Source: an optimization exercise on an open RTL-to-GDS flow (aim: small area, a short achievable clock period and few clock cycles per item). Production flows keep margins and buffers that such runs may drop.
Only simulation tests tie the RTL to the original design; equivalence was not proved.
Power is estimated from default activity; no workload was simulated.

$ cat flow/design.v
package lbbc_pkg;
	localparam int SLOT_COUNT     = 32;
	localparam int SLOT_BITS      = 5;
	localparam int TAG_BITS       = 40;    
	localparam int REF_BITS       = 8;
	localparam int DCNT_BITS      = 6;
	localparam logic [DCNT_BITS-1:0] FLUSH_THRESHOLD_RESET = 6'd29;
	localparam logic [REF_BITS-1:0]  REF_MAX = 8'hFF;
	localparam logic [1:0] OP_GET      = 2'd0;
	localparam logic [1:0] OP_RELEASE  = 2'd1;
	localparam logic [1:0] OP_MARK     = 2'd2;
	localparam logic [1:0] OP_TRANSFER = 2'd3;
	localparam logic [1:0] ST_OK     = 2'd0;
	localparam logic [1:0] ST_NOFREE = 2'd1;
	localparam logic [1:0] ST_NOREF  = 2'd2;
	localparam logic [1:0] ST_SATUR  = 2'd3;
endpackage
module lbbc_ctrl (
	input  logic        clk,
	input  logic        arst_n,
	input  logic        push,
	input  logic [15:0] push_data,
	output logic        space,
	output logic        out_valid,
	input  logic        out_ready,
	output logic [15:0] out_data
);
	logic        t_valid;
	logic [15:0] t_data;
	logic        pop;
	assign pop   = out_valid && out_ready;
	assign space = !(out_valid && t_valid);
	always_ff @(posedge clk or negedge arst_n) begin
		if (!arst_n) begin
			out_valid <= 1'b0;
			t_valid   <= 1'b0;
		end else begin
			if (pop) begin
				out_valid <= t_valid || push;
				t_valid   <= t_valid && push;
			end else if (!out_valid) begin
				out_valid <= push;
			end else if (push) begin
				t_valid   <= 1'b1;
			end
		end
	end
	always_ff @(posedge clk) begin
		if (pop) begin
			out_data <= t_valid ? t_data : push_data;
			if (t_valid) t_data <= push_data;
		end else if (!out_valid) begin
			out_data <= push_data;
		end else if (!t_valid) begin
			t_data <= push_data;
		end
	end
endmodule
import lbbc_pkg::*;
module lbbc_datapath (
	input  logic                  clk,
	input  logic                  arst_n,
	input  logic                  promote,
	input  logic [SLOT_COUNT-1:0] prom_slot,   
	input  logic [SLOT_COUNT-1:0] set,
	output logic [SLOT_COUNT-1:0] sel
);
	logic [SLOT_COUNT*SLOT_COUNT-1:0] older;
	for (genvar a = 0; a < SLOT_COUNT; a++) begin : g_row
		for (genvar b = 0; b < SLOT_COUNT; b++) begin : g_col
			if (a < b) begin : g_bit
				logic o_q;
				always_ff @(posedge clk or negedge arst_n) begin
					if (!arst_n) o_q <= 1'b1;
					else if (promote && prom_slot[a]) o_q <= 1'b0;
					else if (promote && prom_slot[b]) o_q <= 1'b1;
				end
				assign older[a*SLOT_COUNT+b] = o_q;
			end else if (a > b) begin : g_inv
				assign older[a*SLOT_COUNT+b] = !older[b*SLOT_COUNT+a];
			end else begin : g_diag
				assign older[a*SLOT_COUNT+b] = 1'b0;
			end
		end
	end
	always_comb begin
		for (int i = 0; i < SLOT_COUNT; i++) begin
			sel[i] = set[i];
			for (int j = 0; j < SLOT_COUNT; j++)
				if (j != i) sel[i] = sel[i] & (!set[j] | older[i*SLOT_COUNT+j]);
		end
	end
endmodule
import lbbc_pkg::*;
module lru_block_buffer_cache_unit (
	input  logic        clk,
	input  logic        arst_n,
	input  logic        s_axis_tvalid,
	output logic        s_axis_tready,
	input  logic [47:0] s_axis_tdata,   
	output logic        m_axis_tvalid,
	input  logic        m_axis_tready,
	output logic [15:0] m_axis_tdata,   
	input  logic        cfg_we,
	input  logic [5:0]  cfg_wdata
);
	logic [TAG_BITS-1:0]   tag_q [SLOT_COUNT];
	logic [SLOT_COUNT-1:0] tag_rst_q, valid_q, dirty_q;
	logic [REF_BITS-1:0]   ref_q [SLOT_COUNT];
	logic [DCNT_BITS-1:0]  dcnt_q, thr_q;
	logic                  v1_q;
	logic [1:0]            op1_q;
	logic [TAG_BITS-1:0]   tag1_q;
	logic [SLOT_BITS-1:0]  slot1_q;
	logic                  v3_q;
	logic [1:0]            op3_q;
	logic [TAG_BITS-1:0]   tag3_q;
	logic                  slow3_q;
	logic [SLOT_COUNT-1:0] tgt3_q;
	logic                  q_space;
	logic                  exec, en3, slow_iter;
	assign s_axis_tready = !v1_q || !v3_q || (q_space && !slow3_q);
	always_ff @(posedge clk or negedge arst_n) begin
		if (!arst_n) v1_q <= 1'b0;
		else if (s_axis_tready) v1_q <= s_axis_tvalid;
		else if (en3) v1_q <= 1'b0;
	end
	always_ff @(posedge clk) begin
		if (s_axis_tready) begin
			op1_q   <= s_axis_tdata[1:0];
			tag1_q  <= s_axis_tdata[41:2];
			slot1_q <= s_axis_tdata[46:42];
		end
	end
	always_ff @(posedge clk or negedge arst_n) begin
		if (!arst_n) thr_q <= FLUSH_THRESHOLD_RESET;
		else if (cfg_we) thr_q <= cfg_wdata;
	end
	logic                  is_get3, hit3;
	logic [SLOT_COUNT-1:0] alloc;
	logic                  z1, eq13;
	logic [SLOT_COUNT-1:0] tgt2;
	assign z1   = (tag1_q == '0);
	assign eq13 = (tag1_q == tag3_q);
	always_comb begin
		for (int i = 0; i < SLOT_COUNT; i++) begin
			if (op1_q != OP_GET) tgt2[i] = (slot1_q == SLOT_BITS'(i));
			else if (alloc[i])   tgt2[i] = eq13;
			else if (tag_rst_q[i]) tgt2[i] = z1;
			else                 tgt2[i] = (tag_q[i] == tag1_q);
		end
	end
	logic [SLOT_COUNT-1:0] free, net_set, oldest, rem, gvec;
	logic                  use_set, any_free;
	logic [REF_BITS-1:0]   rref, nref;
	logic                  rvalid, rdirty, rref_z;
	logic                  is_rel3, is_mark3, is_xfer3;
	logic                  promote;
	logic [SLOT_BITS-1:0]  gslot;
	logic [1:0]            r_st;
	logic [SLOT_BITS-1:0]  r_slot;
	logic                  r_hit, r_nr, r_fl;
	logic [DCNT_BITS-1:0]  r_dc, dcnt_n;
	logic                  dcnt_inc, dcnt_dec;
	assign is_get3  = (op3_q == OP_GET);
	assign is_rel3  = (op3_q == OP_RELEASE);
	assign is_mark3 = (op3_q == OP_MARK);
	assign is_xfer3 = (op3_q == OP_TRANSFER);
	assign hit3     = |tgt3_q;
	always_comb begin
		for (int i = 0; i < SLOT_COUNT; i++)
			free[i] = (ref_q[i] == '0) && !dirty_q[i];
	end
	assign any_free = |free;
	assign use_set  = slow3_q && hit3;
	assign net_set  = use_set ? tgt3_q : free;
	lbbc_datapath u_age (
		.clk       (clk),
		.arst_n    (arst_n),
		.promote   (promote),
		.prom_slot (tgt3_q),
		.set       (net_set),
		.sel       (oldest)
	);
	assign rem       = tgt3_q & ~oldest;
	assign slow_iter = use_set && (|rem);
	assign exec      = v3_q && q_space && !slow_iter;
	assign en3       = !v3_q || exec;
	assign alloc     = {SLOT_COUNT{v3_q && q_space && is_get3 && !hit3}} & oldest;
	always_comb begin
		rref = '0; rvalid = 1'b0; rdirty = 1'b0;
		for (int i = 0; i < SLOT_COUNT; i++) begin
			rref   = rref | (ref_q[i] & {REF_BITS{tgt3_q[i]}});
			rvalid = rvalid | (valid_q[i] & tgt3_q[i]);
			rdirty = rdirty | (dirty_q[i] & tgt3_q[i]);
		end
	end
	assign rref_z = (rref == '0);
	assign nref   = !hit3 ? REF_BITS'(1) : is_get3 ? rref + 1'b1 : rref - 1'b1;
	assign promote = exec && is_rel3 && (rref == REF_BITS'(1));
	assign gvec = hit3 ? tgt3_q : oldest;
	always_comb begin
		gslot = '0;
		for (int i = 0; i < SLOT_COUNT; i++)
			if (gvec[i]) gslot = gslot | SLOT_BITS'(i);
	end
	assign dcnt_inc = is_mark3 && !rref_z && !rdirty;
	assign dcnt_dec = is_xfer3 && rdirty;
	assign dcnt_n   = dcnt_inc ? dcnt_q + 1'b1 : dcnt_dec ? dcnt_q - 1'b1 : dcnt_q;
	always_comb begin
		r_st = ST_OK; r_slot = '0; r_hit = 1'b0; r_nr = 1'b0; r_fl = 1'b0;
		r_dc = dcnt_n;
		case (op3_q)
			OP_GET: begin
				r_fl = (dcnt_q >= thr_q);
				if (hit3) begin
					r_slot = gslot;
					r_hit  = 1'b1;
					r_nr   = !rvalid;
					if (rref == REF_MAX) r_st = ST_SATUR;
				end else if (any_free) begin
					r_slot = gslot;
					r_nr   = 1'b1;
				end else begin
					r_st = ST_NOFREE;
				end
			end
			OP_RELEASE, OP_MARK: if (rref_z) r_st = ST_NOREF;
			default: ;
		endcase
	end
	always_ff @(posedge clk or negedge arst_n) begin
		if (!arst_n) begin
			v3_q    <= 1'b0;
			dcnt_q  <= '0;
			tag_rst_q <= '1;
			valid_q <= '0;
			dirty_q <= '0;
			for (int i = 0; i < SLOT_COUNT; i++) ref_q[i] <= '0;
		end else begin
			if (en3) v3_q <= v1_q;
			if (exec) dcnt_q <= dcnt_n;
			for (int i = 0; i < SLOT_COUNT; i++) begin
				if (alloc[i]) begin
					tag_rst_q[i] <= 1'b0;
					valid_q[i]   <= 1'b0;
					ref_q[i]     <= nref;
				end
				if (exec && tgt3_q[i]) begin
					if (is_get3 ? (rref != REF_MAX) : (is_rel3 && !rref_z)) ref_q[i] <= nref;
					if (is_mark3 && !rref_z) dirty_q[i] <= 1'b1;
					if (is_xfer3) begin
						dirty_q[i] <= 1'b0;
						valid_q[i] <= 1'b1;
					end
				end
			end
		end
	end
	always_ff @(posedge clk) begin
		for (int i = 0; i < SLOT_COUNT; i++)
			if (alloc[i]) tag_q[i] <= tag3_q;
		if (en3) begin
			op3_q   <= op1_q;
			tag3_q  <= tag1_q;
			slow3_q <= (op1_q == OP_GET) && z1;
		end
		if (en3) tgt3_q <= tgt2;
		else if (slow_iter) tgt3_q <= rem;
	end
	lbbc_ctrl u_q (
		.clk       (clk),
		.arst_n    (arst_n),
		.push      (exec),
		.push_data ({r_dc, r_fl, r_nr, r_hit, r_slot, r_st}),
		.space     (q_space),
		.out_valid (m_axis_tvalid),
		.out_ready (m_axis_tready),
		.out_data  (m_axis_tdata)
	);
endmodule
$ cat flow/constraint.sdc
create_clock -name core_clock -period 13.0 [get_ports {clk}]
set_input_delay 2.6000 -clock core_clock [delete_from_list [all_inputs] [get_ports {clk}]]
set_output_delay 2.6000 -clock core_clock [all_outputs]
set_load 0.01 [all_outputs]
$ cat flow/run.sh
#!/bin/bash
# synth_recipe.tcl (not shown) runs the flow's synth.tcl, then flattens the netlist and writes it again
# the make line also repeats each setting of config.mk as NAME=value (left out here)
make -C /OpenROAD-flow-scripts/flow DESIGN_CONFIG=/design/flow/config.mk WORK_HOME=/design/flow/orfs CLKGATE_MAP_FILE= SYNTH_SCRIPT=/design/flow/synth_recipe.tcl finish
$ cat flow/config.mk
export PLATFORM = sky130hd
export DESIGN_NAME = lru_block_buffer_cache_unit
export DESIGN_NICKNAME = lru_block_buffer_cache_unit
export VERILOG_FILES = /design/flow/design.v
export SDC_FILE = /design/flow/constraint.sdc
export NUM_CORES = 4
export LEC_CHECK = 0
export CAP_MARGIN = 20
export CORE_MARGIN = 2
export CORE_UTILIZATION = 40
export SLEW_MARGIN = 20
==> impl_results.md <==
* Die width at roughly 550 um
* Status: stopped before the end
* H-tree levels at 5
* Row count at 198
* Die height at 546 um
* GP Congestion at between 1 and 1.5
* Post-Syn Area per Cell at around 12 um^2
* Post-CTS resize count at 0
* Async set-or-reset flop fraction in the synthesized netlist at a little under two fifths
* Post-synth top flop: edfxtp_1
* Synth unique cells at around 100
* I/O pins at 77
* Net count after synthesis at between 10000 and 15000
* Root buf cell: clkbuf_16
* Post-synth EDFFs at between 1000 and 1500
* Total grt overflow at 18
* Total CTS buffers at around 260
* I/O Buffers at 75
* Clk sinks at ~2300
* Starting density of the core at ~40%
* Total track usage at roughly 76%
* Post-Syn Area at between 100000 and 150000 um^2
* Cells after Synth at around 10000
* Postcts setup bufs at 0
* First error: [ERROR GRT-0232] Routing congestion too high. Check the congestion heatmap in the GUI.
* Max Root-Sink Buffers at 4
* Syn. warnings at 5
* Sequential fraction of the synthesis area at 55.7%
* Hpwl dp at 722 mm
* Post-CTS Hold Buffers at 0
* Largest net degree at the start of global routing at 121
* Stop stage: global routing
* #FFs+latches synth at roughly 2300
power groups by stage:
stage                     sequential, uW  combinational, uW  clock (uW)
after CTS                          14100              17600        7820
after detailed placement           14200              17400           0
after global placement             14200              17400           0
after floorplan                    11300               7120           0
per-stage QoR:
step | setup WS, ns | cell area (um^2) | power, uW | cells | util [%]
2_1_floorplan | 4.63 | 117000 | 18500 | 10000 | -
3_3_place_gp | 3.74 | 127000 | 31600 | 13900 | 43.6
3_5_place_dp | 3.99 | 127000 | 31600 | 13900 | 43.7
4_1_cts | 3.98 | 136000 | 39500 | 14400 | 46.7
layer usage:
layer / track usage [%] / overflow
met1: 77.7 / 0
met4: 74.6 / 8
met2: 88.2 / 8
met5: 40.3 / 0
met3: 64.0 / 2
cell families after synthesis:
kind of cell | share of synthesized area, %
buf+inv | 3.83
compound gates | 19.5
flops | 55.7
simple gates | 10.4
fa+ha+maj | 0.171
mux | 0.809
xor+xnor | 9.56
synthesized netlist by cell type, types with 171 or more instances:
| master | number | area (um^2) |
|---|---|---|
| a21oi_1 | 235 | 1180 |
| a22o_1 | 195 | 1710 |
| a22oi_1 | 380 | 2850 |
| a2bb2oi_1 | 204 | 1790 |
| buf_1 | 171 | 642 |
| clkbuf_1 | 590 | 2210 |
| dfrtp_1 | 332 | 8310 |
| dfstp_2 | 532 | 14000 |
| edfxtp_1 | 1434 | 43100 |
| inv_1 | 267 | 1000 |
| nand2_1 | 372 | 1400 |
| nand4_1 | 384 | 2400 |
| nor2_1 | 355 | 1330 |
| nor4_1 | 389 | 2430 |
| o21a_1 | 282 | 2120 |
| o21ai_0 | 198 | 991 |
| o22ai_1 | 370 | 2310 |
| o2bb2ai_1 | 195 | 1710 |
| xnor2_1 | 736 | 6450 |
| xor2_1 | 544 | 4760 |
how the worst max path moves through the flow:
stage,from,endpoint
floorplan,tgt3_q[31],tgt3_q[16]
global placement,tgt3_q[13],u_age.g_row[15].g_col[29].g_bit.o_q
CTS,tgt3_q[13],u_age.g_row[15].g_col[19].g_bit.o_q
detailed placement,tgt3_q[13],u_age.g_row[15].g_col[29].g_bit.o_q
Testbench counts, summed over its fixed seeds: cycles 3,224, items 3,200.
